Source: an optimization exercise on an open RTL-to-GDS flow (aim: small area, a short achievable clock period and few clock cycles per item). Production flows keep margins and buffers that such runs may drop. In this exercise RTL edits were held to simulation tests only and were not proved equivalent to the original. Power is estimated from default activity; no workload was simulated.

$ cat flow/design.v
module bba_top (
    input  logic        clk,
    input  logic        rst_n,
    input  logic        start,
    input  logic        req_op,
    input  logic [13:0] req_blk,
    output logic        busy,
    input  logic        cfg_we,
    input  logic [13:0] cfg_wdata,
    output logic        done,
    output logic [1:0]  rsp_status,
    output logic [13:0] rsp_block,
    output logic [13:0] rsp_free
);
    localparam int NR = 65;    
    function automatic [NR-1:0] pfx_excl(input [NR-1:0] x);
        reg [NR-1:0] s;
        integer k;
        begin
            s = x;
            for (k = 0; k < 7; k = k + 1) s = s | (s << (1 << k));
            pfx_excl = s << 1;
        end
    endfunction
    function automatic [63:0] pfx64_excl(input [63:0] x);
        reg [63:0] s;
        integer k;
        begin
            s = x;
            for (k = 0; k < 6; k = k + 1) s = s | (s << (1 << k));
            pfx64_excl = s << 1;
        end
    endfunction
    logic        r_v;
    logic        r_op;
    logic [13:0] r_blk;
    logic        clr;
    logic [13:0] cfg_raw;
    assign busy = clr;
    always_ff @(posedge clk) begin
        r_op  <= req_op;
        r_blk <= req_blk;
        r_v   <= rst_n & start & ~clr;
        clr   <= ~rst_n | cfg_we;
        if (!rst_n)      cfg_raw <= 14'd8192;
        else if (cfg_we) cfg_raw <= cfg_wdata;
    end
    logic [12:0] lim;
    logic [12:0] fcnt;
    logic [63:0] z;
    logic [6:0]  cw;
    logic [NR-1:0] nw_oh;
    logic [NR-1:0] a_nw;
    logic [NR-1:0] nf;
    logic [6:0]  nw_bin;
    logic        nw_v;
    logic        y_v;
    logic [6:0]  y_row;
    logic [63:0] y_data;
    logic [63:0] mem [1:63];
    logic        mem64;
    always_ff @(posedge clk) begin
        for (int w = 1; w < 64; w++) begin
            if (clr || (y_v && y_row == 7'(w))) mem[w] <= clr ? 64'd0 : y_data;
        end
        if (clr || (y_v && y_row == 7'd64)) mem64 <= clr ? 1'b0 : y_data[0];
    end
    logic [6:0]    fw;
    logic [5:0]    fb;
    logic [63:0]   fboh;
    logic [NR-1:0] fw_oh;
    logic [NR-1:0] cw_oh;
    logic          inv;
    logic          alloc_ok;
    logic          free_ok;
    assign fw = r_blk[12:6];
    assign fb = r_blk[5:0];
    always_comb begin
        for (int j = 0; j < 64; j++) fboh[j] = (fb == 6'(j));
        for (int w = 0; w < NR; w++) begin
            fw_oh[w] = (fw == 7'(w));
            cw_oh[w] = (cw == 7'(w));
        end
    end
    assign inv      = (r_blk == 14'd0) || (r_blk > {1'b0, lim});
    logic [NR-1:0] sel_oh;
    logic [6:0]    sel_row;
    logic [63:0]   rd_raw;
    logic [63:0]   rd;
    always_comb begin
        sel_oh  = r_op ? fw_oh : nw_oh;
        sel_row = r_op ? fw : nw_bin;
        rd_raw  = '0;
        for (int w = 1; w < 64; w++) rd_raw = rd_raw | (mem[w] & {64{sel_oh[w]}});
        rd_raw = rd_raw | ({{63{1'b1}}, mem64} & {64{sel_oh[64]}});
        rd     = (y_v && y_row == sel_row) ? y_data : rd_raw;
    end
    logic [63:0] zpre;
    logic [63:0] zoh;
    logic [63:0] zr;
    logic [5:0]  zidx;
    logic        zany;
    logic        fill;
    always_comb begin
        zpre = pfx64_excl(z);
        zoh  = z & ~zpre;
        zr   = z & ~zoh;
        zany = |z;
        fill = ~|zr;
        for (int k = 0; k < 6; k++) begin
            zidx[k] = 1'b0;
            for (int j = 0; j < 64; j++) if ((j >> k) & 1) zidx[k] = zidx[k] | zoh[j];
        end
    end
    assign alloc_ok = r_v & ~r_op & zany;
    assign free_ok  = r_v & r_op & ~inv;
    logic [NR-1:0] sx;
    logic [NR-1:0] s_above;
    logic [NR-1:0] s_oh;
    logic [6:0]    s_bin;
    always_comb begin
        sx      = nf & a_nw;
        s_above = pfx_excl(sx);
        s_oh    = sx & ~s_above;
        for (int k = 0; k < 7; k++) begin
            s_bin[k] = 1'b0;
            for (int w = 0; w < NR; w++) if ((w >> k) & 1) s_bin[k] = s_bin[k] | s_oh[w];
        end
    end
    logic [12:0]   lim_c;
    logic [63:0]   z_init;
    logic [NR-1:0] nf_init;
    logic [63:0]   last_init;
    assign lim_c = (cfg_raw > 14'd4096) ? 13'd4096 : cfg_raw[12:0];
    always_comb begin
        for (int j = 0; j < 64; j++) begin
            z_init[j]    = (j != 0) && (13'(j) <= lim_c);
            last_init[j] = (6'(j) > lim_c[5:0]);
        end
        for (int w = 0; w < NR; w++) nf_init[w] = (w != 0) && (7'(w) <= lim_c[12:6]);
    end
    logic [12:0] fcnt_n;
    always_comb begin
        fcnt_n = fcnt;
        if (alloc_ok && fcnt != 13'd0) fcnt_n = fcnt - 13'd1;
        else if (free_ok && fcnt < lim) fcnt_n = fcnt + 13'd1;
    end
    logic fw_eq_cw;
    logic fw_lt_cw;
    logic fw_lt_nw;
    assign fw_eq_cw = zany && (fw == cw);
    assign fw_lt_cw = !zany || (fw < cw);
    assign fw_lt_nw = !nw_v || (fw < nw_bin);
    always_ff @(posedge clk) begin
        y_v <= 1'b0;
        if (clr) begin
            lim    <= lim_c;
            fcnt   <= lim_c;
            z      <= z_init;
            cw     <= 7'd0;
            nf     <= nf_init;
            nw_v   <= (lim_c[12:6] != 7'd0);
            nw_oh  <= (lim_c[12:6] != 7'd0) ? {{(NR-2){1'b0}}, 2'b10} : '0;
            a_nw   <= (lim_c[12:6] != 7'd0) ? {{(NR-2){1'b1}}, 2'b00} : '0;
            nw_bin <= 7'd1;
            y_v    <= 1'b1;
            y_row  <= lim_c[12:6];
            y_data <= last_init;
        end else begin
            fcnt <= fcnt_n;
            if (alloc_ok) begin
                y_v    <= 1'b1;
                y_row  <= cw;
                y_data <= ~zr;
                if (fill) begin
                    cw     <= nw_bin;
                    z      <= nw_v ? ~rd : 64'd0;
                    nf     <= nf & ~cw_oh;
                    nw_oh  <= s_oh;
                    a_nw   <= s_above;
                    nw_bin <= s_bin;
                    nw_v   <= |sx;
                end else begin
                    z <= zr;
                end
            end else if (free_ok) begin
                y_v <= 1'b1;
                nf  <= nf | fw_oh;
                if (fw_eq_cw) begin
                    z      <= z | fboh;
                    y_row  <= cw;
                    y_data <= ~(z | fboh);
                end else if (fw_lt_cw) begin
                    z      <= fboh;
                    cw     <= fw;
                    y_row  <= fw;
                    y_data <= ~fboh;
                    nw_v   <= zany;
                    nw_oh  <= zany ? cw_oh : '0;
                    a_nw   <= zany ? pfx_excl(cw_oh) : '0;
                    nw_bin <= cw;
                end else begin
                    y_row  <= fw;
                    y_data <= rd & ~fboh;
                    if (fw_lt_nw) begin
                        nw_v   <= 1'b1;
                        nw_oh  <= fw_oh;
                        a_nw   <= pfx_excl(fw_oh);
                        nw_bin <= fw;
                    end
                end
            end
        end
    end
    always_ff @(posedge clk) begin
        done       <= rst_n & r_v;
        rsp_status <= r_op ? (inv ? 2'd2 : 2'd0) : (zany ? 2'd0 : 2'd1);
        rsp_block  <= alloc_ok ? {1'b0, cw, zidx} : 14'd0;
        rsp_free   <= {1'b0, fcnt_n};
    end
endmodule
$ cat flow/run.sh
#!/bin/bash
# synth_recipe.tcl (not shown) runs the flow's synth.tcl, then flattens the netlist and writes it again
# the make line also repeats each setting of config.mk as NAME=value (left out here)
make -C /OpenROAD-flow-scripts/flow DESIGN_CONFIG=/design/flow/config.mk WORK_HOME=/design/flow/orfs CLKGATE_MAP_FILE= SYNTH_SCRIPT=/design/flow/synth_recipe.tcl finish
$ cat flow/config.mk
export PLATFORM = sky130hd
export DESIGN_NAME = bba_top
export DESIGN_NICKNAME = bba_top
export VERILOG_FILES = /design/flow/design.v
export SDC_FILE = /design/flow/constraint.sdc
export NUM_CORES = 4
export LEC_CHECK = 0
export CAP_MARGIN = 20
export CORE_MARGIN = 2
export CORE_UTILIZATION = 40
export SLEW_MARGIN = 20
$ cat flow/constraint.sdc
create_clock -name core_clock -period 10.0 [get_ports {clk}]
set_input_delay 2.0000 -clock core_clock [delete_from_list [all_inputs] [get_ports {clk}]]
set_output_delay 2.0000 -clock core_clock [all_outputs]
set_load 0.01 [all_outputs]
==> results of run 1 <==
cell families after synthesis:
family / Yosys count
XOR/XNOR: 22
adder cells (fa/ha/maj): 41
flip-flops: 4462
AO/OA/AOI/OAI: 3344
other: 1
multiplexers: 44
buffers and inverters: 876
AND/OR/NAND/NOR: 2293
sequential cells by signal, summed over array words and instances (netlist names):
register,count
lim,13
r_v,1
clr,1
cfg_raw,14
y_v,1
rsp_block,13
mem,4032
mem64,1
z,64
rsp_status,2
nw_oh,65
a_nw,63
fcnt,13
nf,64
r_op,1
y_row,7
nw_v,1
y_data,64
r_blk,14
done,1
nw_bin,7
cw,7
rsp_free,13
layer usage:
layer,vias up,routed length [um],part of all wire
met4,62,59950,0.072
met1,65078,292400,0.35
met2,12832,345900,0.41
met5,-,447,0.00053
li1,46664,-,-
met3,2633,138300,0.17
final cells by class:
| class | instances | area, sq um | share of cell area |
|---|---|---|---|
| multi-input combinational | 5746 | 40810 | 0.2032 |
| inverter | 93 | 359.1 | 0.001789 |
| timing repair buffer | 559 | 5310 | 0.02645 |
| clock buffer | 554 | 11750 | 0.05854 |
| tap | 5734 | 7174 | 0.03573 |
| antenna | 49 | 122.6 | 0.0006107 |
| sequential | 4462 | 133100 | 0.6630 |
| clock inverter | 250 | 2138 | 0.01065 |
critical path: stages, from the launching register on:
cell      delay (ns)
edfxtp_1        0.55
nor4_4          0.46
and3_1          0.50
nand3_1         0.56
a221oi_1        0.85
nand4_1         0.16
or3_1           0.47
nor2_1          0.56
a311oi_1        0.32
inv_4           0.77
buf_4           0.89
cell usage in the layout (no fill, tap or decap), drive strengths merged, types with 69 or more instances in the layout:
master  count
nor2b     134
a21oi     270
o31ai      69
nand2     632
inv       101
nor3      157
a22o      472
dfxtp      89
a221oi    456
nand3     278
a31oi      84
or4       117
o21ai     290
clkinv    198
a22oi     975
a222oi    146
nand4     309
o22ai     101
nor2      365
edfxtp   4373
clkbuf    554
buf       498
synth_stat cells (all sizes together), types with 35 or more instances:
master,count,area [sq um]
a211oi,63,478.0
a21o,42,315.3
a21oi,270,1351
a221oi,456,3994
a222oi,146,1461
a22o,472,4134
a22oi,975,7320
a31o,42,367.9
a31oi,84,525.5
buf,201,855.8
clkbuf,582,2185
dfxtp,89,1782
edfxtp,4373,131300
ha,40,500.5
inv,85,319.1
nand2,632,2372
nand2b,43,269.0
nand3,278,1396
nand4,309,1963
nor2,365,1380
nor2b,134,838.3
nor3,157,800.8
nor4,59,390.4
o21ai,290,1451
o22ai,101,631.9
o31ai,69,563.0
or3,35,224.0
or4,117,882.1
metrics by stage:
step | hold WS [ns] | instance area, sq um | setup WS, ns
3_3_place_gp | 0.4914 | 185900 | 3.523
4_1_cts | 0.4995 | 200100 | 3.463
3_5_place_dp | 0.4890 | 186200 | 3.494
5_1_grt | 0.5179 | 200700 | 3.334
6_report | 0.5060 | 200800 | 3.406
2_1_floorplan | 0.4588 | 175000 | 3.586
report_power, final:
group          switching [W]  internal [W]
sequential          0.000574        0.0222
combinational        0.00301      0.000767
clock                0.00744       0.00894
total                 0.0110        0.0320
worst max path at each step:
| stage | startpoint | endpoint | depth (start not counted) |
|---|---|---|---|
| 2_1_floorplan | z[36] | nf[10] | 10 |
| 3_3_place_gp | z[35] | nw_oh[28] | 10 |
| 3_5_place_dp | z[35] | nw_oh[25] | 10 |
| 4_1_cts | z[35] | nw_oh[14] | 10 |
| 5_1_grt | z[1] | nw_oh[38] | 10 |
| 6_report | z[1] | nw_oh[22] | 10 |
==> metrics.md, run 1 <==
| Metric | Value |
|---|---|
| Status | complete, no violations |
| Simple-Gate Fraction of Synth Area | 0.06737 |
| Seq cells post-synth | 4462 |
| WP data arrival | between 7 and 8 ns |
| Post-CTS Resized | 0 |
| VDD IR max | approximately 0.16 mV |
| Max Transition Viols Final | 0 |
| Ports | 65 |
| R2r endpoint | nw_oh[22] |
| Largest net degree at the start of global routing | 94 |
| Critical path type | flip-flop to flip-flop |
| Chip Width | between 600 and 700 um |
| Met1 GRT Util | 0.4824 |
| Post-layout util | 0.4614 |
| Yosys cell types | 101 |
| Critical Path End Type | flip-flop |
| Non-filler cells, final | 17.45k |
| Post-synthesis cell count | 11.08k |
| Syn-to-layout area delta | 14.73% |
| Layout cells sized above 1 | 0.1241 |
| FILL cells | between 30k and 40k |
| Placed insts | 16.57k |
| Post-synthesis mux area share | 0.002602 |
| Adder-cell share of the synthesized area | 0.002917 |
| Num CTS Buffers | approximately 440 |
| Clock sink total | about 4.5k |
| Global-route usage over all layers | 0.3663 |
| Synth Area in XOR/XNOR | 0.001101 |
| Initial core utilization | 0.4022 |
| Clock transition at path regs | roughly 0.080 ns |
| Worst skew pair latency | 1.03 ns |
| PD cells | roughly 210 nW/um^2 |
| Static Leak | 70.02 nW |
| Unrepaired setup endpoints after global routing | false |
| Total gr overflow | 0 |
| Global-route wire length before repair | 1090000 um |
| Hold Crit Depth | 2 |
| GR Util met3 | 0.1328 |
| Clk_skew | 0.08330 ns |
| GPL Wtd Cong | 0.9870 |
| Critical Path RT | 10.63 ns |
| Asr flop ratio synth | 0 |
| Post-Route WL | between 800000 and 900000 um |
| Via Count | 127.3k |
| Max-cap viol count | 0 |
| Avg Inst Size Synth | 15.79 sq um |
| Routed WL per cell | 47.97 um |
| Setup bufs post-CTS | 0 |
| Slew HR | 0.09574 |
| Main combinational cell family by area after synthesis | compound AO/OA/AOI/OAI gates |
| GRT met2 Usage | 0.5192 |
| Fmax | 151.7 MHz |
| Overall Power | 0.04299 W |
| CTS tree | built |
| Crit path launch type | flip-flop |
| DR pass1 iterations | 10 |
| ANT nets after route | 0 |
| Synth Area in Compound Gates | 0.1461 |
| Cell Area, Synth | 175000 sq um |
| Die height | 665.4 um |
| Clk buf depth | 4 |
| Number of global-route vias before repair | 114.9k |
| H-tree depth | 5 |
| Cells on worst reg2reg path | 10 |
| Sequential fraction of the synthesis area | 0.7605 |
| Root buffer cell | clkbuf_16 |
| Worst Path Max Fanout | between 60 and 70 |
| R2r setup slk | roughly 3.4 ns |
| Hold path startpoint | nw_bin[5] |
| PortBufs | 62 |
| Main synth FF type | edfxtp_1 |
| Initial drt markers | 27.06k |
| Tmin final | 6.594 ns |
| Post-synth EDFFs | 4373 |
| Final hold vios | 0 |
| Nets | 11.37k |
| DRC viols | 0 |
| Total of warnings raised by yosys | 2 |
| DP HPWL | 478400 um |
| GRT busiest layer | met2 |
| Vias per cell | approximately 7.3 |
| Core Area | 435100 sq um |
| Worst-Margin Slew | 1.356 ns |
| Final setup TNS | 0 ns |
| Worst r2r src | z[1] |
| Period utilisation layout | 0.6594 |
| Min-delay worst type | flip-flop to flip-flop |
| Die area | approximately 440000 sq um |
| # setup viols final | 0 |
| Worst Hold Endpoint | nw_bin[5] |
| Cell row count | approximately 240 |
| Initial antenna violation count | 80 |
| Hold buffers post-CTS | 0 |
Testbench counts, summed over its fixed seeds: cycles 24,016, requests 24,000.
==> run 2, diff against run 1 <==
--- a/flow/design.v
+++ b/flow/design.v
@@ -31,25 +31,47 @@
             pfx64_excl = s << 1;
         end
     endfunction
+    function automatic two64(input [63:0] x);
+        reg [63:0] a;
+        reg [63:0] t;
+        integer n;
+        integer i;
+        begin
+            a = x;
+            t = '0;
+            for (n = 32; n >= 1; n = n / 2) begin
+                for (i = 0; i < n; i = i + 1) begin
+                    t[i] = t[2*i] | t[2*i+1] | (a[2*i] & a[2*i+1]);
+                    a[i] = a[2*i] | a[2*i+1];
+                end
+            end
+            two64 = t[0];
+        end
+    endfunction
     logic        r_v;
     logic        r_op;
     logic [13:0] r_blk;
+    logic        r_inv;
+    logic [64:0] rsel;
     logic        clr;
     logic [13:0] cfg_raw;
+    logic [12:0] lim;
     assign busy = clr;
     always_ff @(posedge clk) begin
         r_op  <= req_op;
         r_blk <= req_blk;
+        r_inv <= (req_blk == 14'd0) || (req_blk > {1'b0, lim});
         r_v   <= rst_n & start & ~clr;
         clr   <= ~rst_n | cfg_we;
         if (!rst_n)      cfg_raw <= 14'd8192;
         else if (cfg_we) cfg_raw <= cfg_wdata;
     end
-    logic [12:0] lim;
     logic [12:0] fcnt;
     logic [63:0] z;
     logic [6:0]  cw;
     logic [NR-1:0] nw_oh;
+    logic [NR-1:0] nw_oh_n;
+    logic [NR-1:0] a_nw_n;
     logic [NR-1:0] a_nw;
     logic [NR-1:0] nf;
     logic [6:0]  nw_bin;
@@ -78,17 +100,21 @@
     always_comb begin
         for (int j = 0; j < 64; j++) fboh[j] = (fb == 6'(j));
         for (int w = 0; w < NR; w++) begin
-            fw_oh[w] = (fw == 7'(w));
             cw_oh[w] = (cw == 7'(w));
         end
     end
-    assign inv      = (r_blk == 14'd0) || (r_blk > {1'b0, lim});
+    assign inv      = r_inv;
+    assign fw_oh    = rsel;
+    always_comb begin
+        for (int w = 0; w < NR - 1; w++) nw_oh[w] = a_nw[w + 1] & ~a_nw[w];
+        nw_oh[NR-1] = nw_v & ~a_nw[NR-1];
+    end
     logic [NR-1:0] sel_oh;
     logic [6:0]    sel_row;
     logic [63:0]   rd_raw;
     logic [63:0]   rd;
     always_comb begin
-        sel_oh  = r_op ? fw_oh : nw_oh;
+        sel_oh  = rsel;
         sel_row = r_op ? fw : nw_bin;
         rd_raw  = '0;
         for (int w = 1; w < 64; w++) rd_raw = rd_raw | (mem[w] & {64{sel_oh[w]}});
@@ -106,7 +132,7 @@
         zoh  = z & ~zpre;
         zr   = z & ~zoh;
         zany = |z;
-        fill = ~|zr;
+        fill = ~two64(z);
         for (int k = 0; k < 6; k++) begin
             zidx[k] = 1'b0;
             for (int j = 0; j < 64; j++) if ((j >> k) & 1) zidx[k] = zidx[k] | zoh[j];
@@ -160,8 +186,7 @@
             cw     <= 7'd0;
             nf     <= nf_init;
             nw_v   <= (lim_c[12:6] != 7'd0);
-            nw_oh  <= (lim_c[12:6] != 7'd0) ? {{(NR-2){1'b0}}, 2'b10} : '0;
-            a_nw   <= (lim_c[12:6] != 7'd0) ? {{(NR-2){1'b1}}, 2'b00} : '0;
+            a_nw   <= a_nw_n;
             nw_bin <= 7'd1;
             y_v    <= 1'b1;
             y_row  <= lim_c[12:6];
@@ -176,8 +201,7 @@
                     cw     <= nw_bin;
                     z      <= nw_v ? ~rd : 64'd0;
                     nf     <= nf & ~cw_oh;
-                    nw_oh  <= s_oh;
-                    a_nw   <= s_above;
+                    a_nw   <= a_nw_n;
                     nw_bin <= s_bin;
                     nw_v   <= |sx;
                 end else begin
@@ -196,21 +220,44 @@
                     y_row  <= fw;
                     y_data <= ~fboh;
                     nw_v   <= zany;
-                    nw_oh  <= zany ? cw_oh : '0;
-                    a_nw   <= zany ? pfx_excl(cw_oh) : '0;
+                    a_nw   <= a_nw_n;
                     nw_bin <= cw;
                 end else begin
                     y_row  <= fw;
                     y_data <= rd & ~fboh;
                     if (fw_lt_nw) begin
                         nw_v   <= 1'b1;
-                        nw_oh  <= fw_oh;
-                        a_nw   <= pfx_excl(fw_oh);
+                        a_nw   <= a_nw_n;
                         nw_bin <= fw;
                     end
                 end
             end
         end
+    end
+    always_comb begin
+        nw_oh_n = nw_oh;
+        a_nw_n  = a_nw;
+        if (clr) begin
+            nw_oh_n = (lim_c[12:6] != 7'd0) ? {{(NR-2){1'b0}}, 2'b10} : '0;
+            a_nw_n  = (lim_c[12:6] != 7'd0) ? {{(NR-2){1'b1}}, 2'b00} : '0;
+        end else if (alloc_ok) begin
+            if (fill) begin
+                nw_oh_n = s_oh;
+                a_nw_n  = s_above;
+            end
+        end else if (free_ok) begin
+            if (fw_eq_cw) begin
+            end else if (fw_lt_cw) begin
+                nw_oh_n = zany ? cw_oh : '0;
+                a_nw_n  = zany ? pfx_excl(cw_oh) : '0;
+            end else if (fw_lt_nw) begin
+                nw_oh_n = fw_oh;
+                a_nw_n  = pfx_excl(fw_oh);
+            end
+        end
+    end
+    always_ff @(posedge clk) begin
+        for (int w = 0; w < NR; w++) rsel[w] <= req_op ? (req_blk[12:6] == 7'(w)) : nw_oh_n[w];
     end
     always_ff @(posedge clk) begin
         done       <= rst_n & r_v;
==> flow/flow/run.sh (new file) <==
#!/bin/bash
# Own flow: the standard layout (standard.sh, unchanged synthesis), with setup repair
# aimed below the clock period so the achieved period shrinks. Each ORFS step keeps its own
# log under orfs/logs; make's output goes to flow_make.log.
set -euo pipefail
cd "$(dirname "$0")/.."
bash standard.sh SETUP_SLACK_MARGIN=6.3 finish > flow_make.log 2>&1
==> flow/standard.sh (new file) <==
#!/bin/bash
# synth_recipe.tcl (not shown) runs the flow's synth.tcl, then flattens the netlist and writes it again
# the make line also repeats each setting of config.mk as NAME=value (left out here)
make -C /OpenROAD-flow-scripts/flow DESIGN_CONFIG=/design/flow/config.mk WORK_HOME=/design/flow/orfs CLKGATE_MAP_FILE= SYNTH_SCRIPT=/design/flow/synth_recipe.tcl "${@:-finish}"
--- a/flow/config.mk
+++ b/flow/config.mk
@@ -5,7 +5,8 @@
 export SDC_FILE = /design/flow/constraint.sdc
 export NUM_CORES = 4
 export LEC_CHECK = 0
+export ABC_CLOCK_PERIOD_IN_PS = 3500
 export CAP_MARGIN = 20
 export CORE_MARGIN = 2
-export CORE_UTILIZATION = 40
+export CORE_UTILIZATION = 45
 export SLEW_MARGIN = 20
removed: flow/run.sh
==> run 2 against run 1 <==
Compared with the run above: first-iteration DRC count grew 11%; still clean; fmax grew 67%; clock skew grew 0.0037 ns; critical endpoint is now y_data[54]; register-to-register slack gained 2.7 ns; cell count shrank 0.49%; synthesized cell count grew 1.8%; area after synthesis is essentially flat.
==> metrics.md, run 2 <==
| Metric | Value |
|---|---|
| Yosys cell types | 92 (was 101) |
| Hold Crit Depth | 2 (unchanged) |
| Synth area leaders | edfxtp_1 (75%), a22oi_1 (6.1%), a221oi_1 (1.8%) (was edfxtp_1 (75%), a22oi_1 (4.2%), a22o_1 (2.4%)) |
| Min-delay worst type | flip-flop to flip-flop (unchanged) |
| Asr flop ratio synth | 0 (unchanged) |
| Chip Width | 627.6 um (was 665.4 um) |
| Sequential fraction of the synthesis area | 0.7607 (was 0.7605) |
| Worst skew pair latency | 1.05 ns (was 1.03 ns) |
| Final setup TNS | 0 ns (unchanged) |
| Net Sw Frac | 0.2575 (was 0.2565) |
| Via Count | 134.0k (was 127.3k) |
| R2r endpoint | y_data[54] (was nw_oh[22]) |
| VDD IR max | 0.1704 mV (was 0.1617 mV) |
| Unrepaired setup endpoints after global routing | true (was false) |
| Fmax | 253.6 MHz (was 151.7 MHz) |
| Worst Path Max Fanout | 35 (was 68) |
| Critical Path End Type | flip-flop (unchanged) |
| Largest register FFs | 4032 (unchanged) |
| # setup viols final | 0 (unchanged) |
| Largest net degree at the start of global routing | 124 (was 94) |
| Largest registers | mem x4032, rsel x65 (was mem x4032, nw_oh x65) |
| Comb pwr share | 0.089 (was 0.088) |
| Die area | 393900 sq um (was 442800 sq um) |
| Max-cap viol count | 0 (unchanged) |
| Crit path launch type | flip-flop (unchanged) |
| Num CTS Buffers | 447 (was 438) |
| Vias per cell | 7.717 (was 7.295) |
| Clock sink total | 4463 (was 4462) |
| Avg Inst Size Synth | 15.52 sq um (was 15.79 sq um) |
| Max Transition Viols Final | 0 (unchanged) |
| Critical Path Max Stage Delay | 0.42 ns (was 0.89 ns) |
| Area share of the largest cell type after synthesis | 0.7505 (was 0.7504) |
| WP data arrival | 4.65 ns (was 7.22 ns) |
| Root buffer cell | clkbuf_16 (unchanged) |
| Cell row count | 229 (was 242) |
| Tmin final | 3.944 ns (was 6.594 ns) |
| Worst Setup EP | y_data[54] (was nw_oh[22]) |
| ANT nets after route | 0 (unchanged) |
| Count leader, synth | edfxtp_1 (unchanged) |
| Main synth FF type | edfxtp_1 (unchanged) |
| Total internal power | 0.03239 W (was 0.03196 W) |
| Die height | 627.6 um (was 665.4 um) |
| Critical path, cell by cell | buf_12 > buf_4 > buf_12 > a22o_1 > a221oi_1 > nand4_1 > nor3_1 > nand2_2 > mux2i_2 > a211oi_1 > a21oi_1 > o21ai_0 (was nor4_4 > and3_1 > nand3_1 > a221oi_1 > nand4_1 > or3_1 > nor2_1 > a311oi_1 > inv_4 > buf_4) |
| Post-synth EDFFs | 4374 (was 4373) |
| CTS tree | built (unchanged) |
| Reg area | 133100 sq um (about the same) |
| GR Util met3 | 0.1693 (was 0.1328) |
| Worst-Margin Slew | 1.335 ns (was 1.356 ns) |
| DRC viols | 0 (unchanged) |
| Total gr overflow | 0 (unchanged) |
| Period utilisation layout | 0.3944 (was 0.6594) |
| GPL Wtd Cong | 1.050 (was 0.9870) |
| DP HPWL | 494500 um (was 478400 um) |
| Met1 GRT Util | 0.5984 (was 0.4824) |
| Post-synthesis cell count | 11.28k (was 11.08k) |
| Core Area | 388200 sq um (was 435100 sq um) |
| Worst path bufs/invs | 3 (was 2) |
| Cells on worst reg2reg path | 12 (was 10) |
| Non-filler cells, final | 17.36k (was 17.45k) |
| Multi-input gate area | 41920 sq um (was 40810 sq um) |
| Instance count on the critical path | 12 (was 10) |
| PortBufs | 62 (unchanged) |
| Commonest cells post-synth | edfxtp_1 (4374), a22oi_1 (1415), nand2_1 (641), clkbuf_1 (540), a21oi_1 (529) (was edfxtp_1 (4373), a22oi_1 (975), nand2_1 (632), clkbuf_1 (582), a22o_1 (472)) |
| Commonest cells after routing, fill and taps aside | edfxtp_1 (4374), a22oi_1 (1402), nand2_1 (543) (was edfxtp_1 (4373), a22oi_1 (975), nand2_1 (586)) |
| Number of global-route vias before repair | 118.8k (was 114.9k) |
| GRT busiest layer | met2 (unchanged) |
| Placed insts | 16.24k (was 16.57k) |
| Routed WL per cell | 52.29 um (was 47.97 um) |
| Cell Area, Synth | 175000 sq um (about the same) |
| Final hold vios | 0 (unchanged) |
| Layout cells sized above 1 | 0.1554 (was 0.1241) |
| R2r setup slk | 6.06 ns (was 3.41 ns) |
| Critical path type | flip-flop to flip-flop (unchanged) |
| Total of warnings raised by yosys | 2 (unchanged) |
| Worst path slowest cell | edfxtp_1 (was buf_4) |
| DR pass1 iterations | 9 (was 10) |
| Critical Path RT | 10.70 ns (was 10.63 ns) |
| Yosys top cell by area | edfxtp_1 (unchanged) |
| Seq cells post-synth | 4463 (was 4462) |
| Flop pwr share | 0.525 (was 0.531) |
| Static Leak | 72.60 nW (was 70.02 nW) |
| Global-route usage over all layers | 0.4478 (was 0.3663) |
| H-tree depth | 5 (unchanged) |
| PD cells | 212.3 nW/um^2 (was 214.1 nW/um^2) |
| Net switching power | 0.01123 W (was 0.01103 W) |
| Clock transition at path regs | 0.06 ns (was 0.08 ns) |
| Worst r2r src | rsel[19] (was z[1]) |
| Initial drt markers | 30.13k (was 27.06k) |
| FILL cells | 31.46k (was 36.87k) |
| Global-route wire length before repair | 1161000 um (was 1090000 um) |
| Initial core utilization | 0.4508 (was 0.4022) |
| Clk pwr share | 0.386 (was 0.381) |
| Largest Register | mem (unchanged) |
| CP dominant cell by count | buf_12 |
| CP startpoint | rsel[19] (was z[1]) |
| Post-Route WL | 907800 um (was 837000 um) |
| Nets | 11.81k (was 11.37k) |
| Most common cell after layout, fill and taps aside | edfxtp_1 (unchanged) |
| Critical path's top delay family | compound AO/OA/AOI/OAI gates (was simple AND/OR/NAND/NOR gates) |
| GRT met2 Usage | 0.6225 (was 0.5192) |
| Syn-to-layout area delta | 17.38% (was 14.73%) |
| Status | complete, no violations (unchanged) |
| Clk buf depth | 4 (unchanged) |
| Slew HR | 0.1091 (was 0.09574) |
| Clk_skew | 0.08698 ns (was 0.08330 ns) |
| Initial antenna violation count | 85 (was 80) |
| Ports | 65 (unchanged) |
run 2: layer usage:
layer | routed length, um | up-vias
met2 | 370000 | 14617
li1 | - | 47590
met3 | 159100 | 3235
met4 | 64880 | 54
met5 | 367 | -
met1 | 313400 | 68485
run 2: final cells by class:
class | instances | share of cell area
Antenna cell | 57 | 0.0006944
Clock buffer | 541 | 0.05704
Clock inverter | 278 | 0.01279
Inverter | 106 | 0.002004
Multi-Input combinational cell | 5947 | 0.2041
Sequential cell | 4463 | 0.6482
Tap cell | 5197 | 0.03166
Timing Repair Buffer | 772 | 0.04356
run 2: power by group through the flow:
stage          registers, W  logic, W  clock network, W
6_report             0.0229   0.00389            0.0168
5_1_grt              0.0230   0.00380            0.0174
4_1_cts              0.0229   0.00343            0.0167
3_5_place_dp         0.0233   0.00323                 0
3_3_place_gp         0.0232   0.00320                 0
2_1_floorplan        0.0230   0.00131                 0
run 2: kinds of logic (layout without fill, tap and decap cells):
group	count (synthesis)	in the layout	synth area share
DFF	4463	4463	0.7607
AOI/OAI and AO/OA	3493	3493	0.1441
and+or+nand+nor	2268	2273	0.06545
buffers and inverters	873	1697	0.01901
muxes	114	114	0.006585
adders and majority gates	42	42	0.002974
xor gates and xnor gates	23	23	0.001151
other	1	59	0.00002143
run 2: tightest hold or removal path, delay by kind of cell, from the launching register on:
kind	cells	cell delay, ns
and+or+nand+nor	1	0.07
DFF	1	0.33
AOI/OAI and AO/OA	1	0.08
run 2: worst min-delay path by stage:
stage / start / to / slack (ns)
finish: nw_bin[3] / cw[3] / 0.52
global route: nw_bin[3] / cw[3] / 0.53
CTS: nw_bin[3] / cw[3] / 0.52
detailed placement: nw_bin[5] / cw[5] / 0.50
global placement: nw_bin[3] / cw[3] / 0.49
floorplan: r_inv / rsp_status[1] / 0.45
run 2: what timing repair did:
item,CTS,global route
pin swaps,31,39
endpoints found under the setup margin,1367,999
cloned,10,7
buffers inserted,83,92
hold buffers,0,0
gates resized for setup,469,221
run 2: per-stage QoR:
| step | total power [W] | area, sq um | setup slack [ns] | hold slack, ns | util |
|---|---|---|---|---|---|
| after floorplan | 0.02432 | 175100 | 4.836 | 0.4499 | - |
| after global placement | 0.02637 | 184400 | 4.488 | 0.4924 | 0.4749 |
| after detailed placement | 0.02649 | 184800 | 4.502 | 0.5026 | 0.4761 |
| after CTS | 0.04301 | 202100 | 6.116 | 0.5185 | 0.5205 |
| after global routing | 0.04419 | 205300 | 6.198 | 0.5344 | 0.5287 |
| final | 0.04362 | 205400 | 6.056 | 0.5244 | 0.5291 |
Testbench counts of run 2, summed over its fixed seeds: cycles 24,016, requests 24,000.
==> run 3, diff against run 2 <==
--- a/flow/design.v
+++ b/flow/design.v
@@ -78,14 +78,19 @@
     logic        nw_v;
     logic        y_v;
     logic [6:0]  y_row;
+    logic        y_v_n;
+    logic [6:0]  y_row_n;
+    logic [7:0]  y_hi;        
+    logic [7:0]  y_lo;        
+    logic        y_64;        
     logic [63:0] y_data;
     logic [63:0] mem [1:63];
     logic        mem64;
     always_ff @(posedge clk) begin
         for (int w = 1; w < 64; w++) begin
-            if (clr || (y_v && y_row == 7'(w))) mem[w] <= clr ? 64'd0 : y_data;
-        end
-        if (clr || (y_v && y_row == 7'd64)) mem64 <= clr ? 1'b0 : y_data[0];
+            if (clr || (y_hi[w >> 3] && y_lo[w & 7])) mem[w] <= clr ? 64'd0 : y_data;
+        end
+        if (clr || y_64) mem64 <= clr ? 1'b0 : y_data[0];
     end
     logic [6:0]    fw;
     logic [5:0]    fb;
@@ -178,7 +183,6 @@
     assign fw_lt_cw = !zany || (fw < cw);
     assign fw_lt_nw = !nw_v || (fw < nw_bin);
     always_ff @(posedge clk) begin
-        y_v <= 1'b0;
         if (clr) begin
             lim    <= lim_c;
             fcnt   <= lim_c;
@@ -188,14 +192,10 @@
             nw_v   <= (lim_c[12:6] != 7'd0);
             a_nw   <= a_nw_n;
             nw_bin <= 7'd1;
-            y_v    <= 1'b1;
-            y_row  <= lim_c[12:6];
             y_data <= last_init;
         end else begin
             fcnt <= fcnt_n;
             if (alloc_ok) begin
-                y_v    <= 1'b1;
-                y_row  <= cw;
                 y_data <= ~zr;
                 if (fill) begin
                     cw     <= nw_bin;
@@ -208,22 +208,18 @@
                     z <= zr;
                 end
             end else if (free_ok) begin
-                y_v <= 1'b1;
                 nf  <= nf | fw_oh;
                 if (fw_eq_cw) begin
                     z      <= z | fboh;
-                    y_row  <= cw;
                     y_data <= ~(z | fboh);
                 end else if (fw_lt_cw) begin
                     z      <= fboh;
                     cw     <= fw;
-                    y_row  <= fw;
                     y_data <= ~fboh;
                     nw_v   <= zany;
                     a_nw   <= a_nw_n;
                     nw_bin <= cw;
                 end else begin
-                    y_row  <= fw;
                     y_data <= rd & ~fboh;
                     if (fw_lt_nw) begin
                         nw_v   <= 1'b1;
@@ -259,6 +255,22 @@
     always_ff @(posedge clk) begin
         for (int w = 0; w < NR; w++) rsel[w] <= req_op ? (req_blk[12:6] == 7'(w)) : nw_oh_n[w];
     end
+    always_comb begin
+        y_v_n   = clr | alloc_ok | free_ok;
+        y_row_n = fw;
+        if (clr)           y_row_n = lim_c[12:6];
+        else if (alloc_ok) y_row_n = cw;
+        else if (fw_eq_cw) y_row_n = cw;
+    end
+    always_ff @(posedge clk) begin
+        y_v  <= y_v_n;
+        y_row <= y_row_n;
+        y_64 <= y_v_n && y_row_n[6];
+        for (int i = 0; i < 8; i++) begin
+            y_hi[i] <= y_v_n && !y_row_n[6] && (y_row_n[5:3] == 3'(i));
+            y_lo[i] <= (y_row_n[2:0] == 3'(i));
+        end
+    end
     always_ff @(posedge clk) begin
         done       <= rst_n & r_v;
         rsp_status <= r_op ? (inv ? 2'd2 : 2'd0) : (zany ? 2'd0 : 2'd1);
--- a/flow/flow/run.sh
+++ b/flow/flow/run.sh
@@ -4,4 +4,4 @@
 # log under orfs/logs; make's output goes to flow_make.log.
 set -euo pipefail
 cd "$(dirname "$0")/.."
-bash standard.sh SETUP_SLACK_MARGIN=6.3 finish > flow_make.log 2>&1
+bash standard.sh SETUP_SLACK_MARGIN=6.5 finish > flow_make.log 2>&1
==> run 3 against run 2 <==
Compared with the run above: still clean on timing, DRC and antenna; non-clock buffer count rose by 497; hold slack got worse by 0.011 ns; area after synthesis rose by 1.0%; critical endpoint is now rsel[55]; largest power group unchanged.
==> metrics.md, run 3 <==
| Metric | Value |
|---|---|
| ANT nets after route | 0 (unchanged) |
| Cell Area, Synth | 176800 sq um (was 175000 sq um) |
| Tmin final | 3.821 ns (was 3.944 ns) |
| Chip Width | 630.8 um (was 627.6 um) |
| Non-filler cells, final | 18.08k (was 17.36k) |
| Critical Path RT | 10.76 ns (was 10.70 ns) |
| Final setup TNS | 0 ns (unchanged) |
| Hold Crit Depth | 1 (was 2) |
| Num CTS Buffers | 449 (was 447) |
| Die area | 397900 sq um (was 393900 sq um) |
| Slew HR | 0.09473 (was 0.1091) |
| Worst Setup EP | rsel[55] (was y_data[54]) |
| Static Leak | 77.80 nW (was 72.60 nW) |
| Hold path startpoint | y_64 (was nw_bin[3]) |
| Largest registers | mem x4032, rsel x65 (unchanged) |
| Root buffer cell | clkbuf_16 (unchanged) |
| Initial drt markers | 32.41k (was 30.13k) |
| Period utilisation layout | 0.3821 (was 0.3944) |
| Status | complete, no violations (unchanged) |
| Synth area leaders | edfxtp_1 (74%), a22oi_1 (4.2%), a221oi_1 (2.9%) (was edfxtp_1 (75%), a22oi_1 (6.1%), a221oi_1 (1.8%)) |
| Ports | 65 (unchanged) |
| Final hold vios | 0 (unchanged) |
| # setup viols final | 0 (unchanged) |
| DP HPWL | 529200 um (was 494500 um) |
| Clk_skew | 0.06998 ns (was 0.08698 ns) |
| Largest net degree at the start of global routing | 66 (was 124) |
| Unrepaired setup endpoints after global routing | true (unchanged) |
| GRT busiest layer | met2 (unchanged) |
| Post-Route WL | 1022000 um (was 907800 um) |
| Cells on worst reg2reg path | 14 (was 12) |
| Clk buf depth | 4 (unchanged) |
| CTS tree | built (unchanged) |
| Worst-Margin Slew | 1.348 ns (was 1.335 ns) |
| Clock sink total | 4480 (was 4463) |
| Syn-to-layout area delta | 23.60% (was 17.38%) |
| Worst skew pair latency | 1.07 ns (was 1.05 ns) |
| Critical path type | flip-flop to flip-flop (unchanged) |
| Number of global-route vias before repair | 124.0k (was 118.8k) |
| VDD IR max | 0.1655 mV (was 0.1704 mV) |
| Routed WL per cell | 56.53 um (was 52.29 um) |
| Commonest cells post-synth | edfxtp_1 (4367), a22oi_1 (994), nand2_1 (579), a221oi_1 (578), clkbuf_1 (566) (was edfxtp_1 (4374), a22oi_1 (1415), nand2_1 (641), clkbuf_1 (540), a21oi_1 (529)) |
| Largest register FFs | 4032 (unchanged) |
| Vias per cell | 7.984 (was 7.717) |
| Total gr overflow | 0 (unchanged) |
| Post-synthesis cell count | 11.38k (was 11.28k) |
| Max Transition Viols Final | 0 (unchanged) |
| Cell row count | 230 (was 229) |
| Nets | 12.39k (was 11.81k) |
| Initial core utilization | 0.4514 (was 0.4508) |
| Fmax | 261.7 MHz (was 253.6 MHz) |
| CP startpoint | z[47] (was rsel[19]) |
| Global-route wire length before repair | 1261000 um (was 1161000 um) |
| Main synth FF type | edfxtp_1 (unchanged) |
| Avg Inst Size Synth | 15.54 sq um (was 15.52 sq um) |
| Critical Path End Type | flip-flop (unchanged) |
| DR pass1 iterations | 13 (was 9) |
| Area share of the largest cell type after synthesis | 0.7418 (was 0.7505) |
| Clock transition at path regs | 0.06 ns (about the same) |
| Max-cap viol count | 0 (unchanged) |
| GRT met2 Usage | 0.6646 (was 0.6225) |
| Initial antenna violation count | 90 (was 85) |
| Layout cells sized above 1 | 0.2182 (was 0.1554) |
| Core Area | 391700 sq um (was 388200 sq um) |
| PD cells | 204.7 nW/um^2 (was 212.3 nW/um^2) |
| Min-delay worst type | flip-flop to flip-flop (unchanged) |
| PortBufs | 62 (unchanged) |
| DRC viols | 0 (unchanged) |
| R2r setup slk | 6.18 ns (was 6.06 ns) |
| Count leader, synth | edfxtp_1 (unchanged) |
| Met1 GRT Util | 0.6194 (was 0.5984) |
| Placed insts | 16.34k (was 16.24k) |
| WP data arrival | 4.58 ns (was 4.65 ns) |
| H-tree depth | 5 (unchanged) |
| Asr flop ratio synth | 0 (unchanged) |
| Crit path launch type | flip-flop (unchanged) |
| Yosys top cell by area | edfxtp_1 (unchanged) |
| Commonest cells after routing, fill and taps aside | edfxtp_1 (4367), a22oi_1 (983), buf_4 (627) (was edfxtp_1 (4374), a22oi_1 (1402), nand2_1 (543)) |
| Yosys cell types | 93 (was 92) |
| GR Util met3 | 0.2220 (was 0.1693) |
| Most common cell after layout, fill and taps aside | edfxtp_1 (unchanged) |
| Sequential fraction of the synthesis area | 0.7546 (was 0.7607) |
| Post-synth EDFFs | 4367 (was 4374) |
| Global-route usage over all layers | 0.4856 (was 0.4478) |
| Worst r2r src | z[47] (was rsel[19]) |
| Die height | 630.8 um (was 627.6 um) |
| Largest Register | mem (unchanged) |
| Worst Path Max Fanout | 4 (was 35) |
| GPL Wtd Cong | 1.036 (was 1.050) |
| Seq cells post-synth | 4480 (was 4463) |
| Total of warnings raised by yosys | 2 (unchanged) |
| R2r endpoint | rsel[55] (was y_data[54]) |
| Via Count | 144.4k (was 134.0k) |
==> run 3: report_power, final <==
part	switching [W]	internal (W)	leakage, nW
sequential	0.000646	0.0223	48.2
combinational	0.00349	0.00110	22.5
clock	0.00769	0.00946	7.10
total	0.0118	0.0329	77.8
==> run 3: what timing repair did <==
| item | in CTS | in global routing |
|---|---|---|
| pin swaps | 177 | 213 |
| hold buffers | 0 | 0 |
| setup buffers | 361 | 199 |
| gates resized for setup | 1114 | 552 |
| setup endpoints to repair | 4068 | 815 |
| gates cloned | 70 | 66 |
==> run 3: layer usage <==
| metal | wire [um] | up-vias |
|---|---|---|
| met2 | 399900 | 17424 |
| li1 | - | 49481 |
| met1 | 336300 | 72848 |
| met3 | 193400 | 4541 |
| met4 | 90690 | 62 |
| met5 | 1759 | - |
==> run 3: cells by family (layout without fill, tap and decap cells) <==
group	after synthesis	in the layout	share of synthesized area
DFF	4480	4480	0.7546
AOI/OAI and AO/OA	3439	3439	0.1460
and+or+nand+nor	2393	2422	0.06987
buffers and inverters	892	2189	0.01943
muxes	105	105	0.005995
adders and majority gates	44	44	0.003065
xor gates and xnor gates	22	22	0.001090
other	1	160	0.00002121
==> run 3: how the worst min path moves through the flow <==
stage,end,slack [ns]
after CTS,mem64,0.52
after global routing,mem64,0.54
final,mem64,0.51
after floorplan,rsp_status[1],0.45
after detailed placement,mem64,0.50
after global placement,mem64,0.52
==> run 3: critical path, cell delays in order, from the launching register on <==
cell      delay, ns
edfxtp_1       0.49
buf_4          0.21
or4_1          0.55
nor2_2         0.22
nand2_1        0.10
maj3_2         0.36
or3_4          0.42
buf_12         0.17
nor2_4         0.11
buf_12         0.14
buf_12         0.15
buf_12         0.13
buf_12         0.11
o211ai_1       0.08
a31o_2         0.27
==> run 3: cell type report <==
class,count,area (sq um)
flip-flops and latches,4480,133400
clock buffers,541,11910
multi-input cells,6034,46500
repair buffers,1269,16730
clock inverters,298,2675
fillers,30455,173200
inverters,81,330.3
diodes,158,395.4
well taps,5220,6531
==> run 3: per-stage QoR <==
step	hold WS [ns]	power, W	worst slack [ns]	cell area [sq um]	utilization
2_1_floorplan	0.4499	0.02443	6.249	177200	-
3_3_place_gp	0.5157	0.02663	4.083	186800	0.4768
3_5_place_dp	0.4991	0.02674	4.153	187200	0.4779
4_1_cts	0.5196	0.04381	6.336	211100	0.5390
5_1_grt	0.5410	0.04517	6.168	218100	0.5570
6_report	0.5139	0.04474	6.179	218500	0.5579
Testbench counts of run 3, summed over its fixed seeds: cycles 24,016, requests 24,000.

[afterwards: timing with drivers on the ports]
Ports are ideal in the flow. The routed layouts listed here were re-timed in OpenROAD. Step 1 (the two cells are an assumption about what drives the block):
set clk [get_ports {clk}]
set_driving_cell -lib_cell sky130_fd_sc_hd__clkbuf_16 $clk
set_driving_cell -lib_cell sky130_fd_sc_hd__buf_2 [delete_from_list [all_inputs] $clk]
Step 2, shift: input delay + t, output delay - t, t = (earliest + latest rising clock arrival at the registers) / 2. This alone moves slack from input paths to output paths. a / b / c = no drivers / after step 1 / after step 2; a / b = the first two.
| run | shift t [ns] | setup WS [ns] | hold slack, ns | clock arrival spread, ns |
|---|---|---|---|---|
| run 1 | 1.122 | 3.406 / 3.406 / 3.406 | 0.506 / 0.506 / 0.506 | 0.100 / 0.099 |
| run 2 | 1.115 | 6.056 / 6.056 / 5.134 | 0.524 / 0.524 / 0.524 | 0.100 / 0.100 |
| run 3 | 1.169 | 6.179 / 6.179 / 5.226 | 0.514 / 0.514 / 0.514 | 0.075 / 0.075 |
After both steps every run listed still meets setup and hold. For run 3, which loses most, drivers alone change the setup slack by 0.000 ns; drivers and shift together by -0.953 ns.
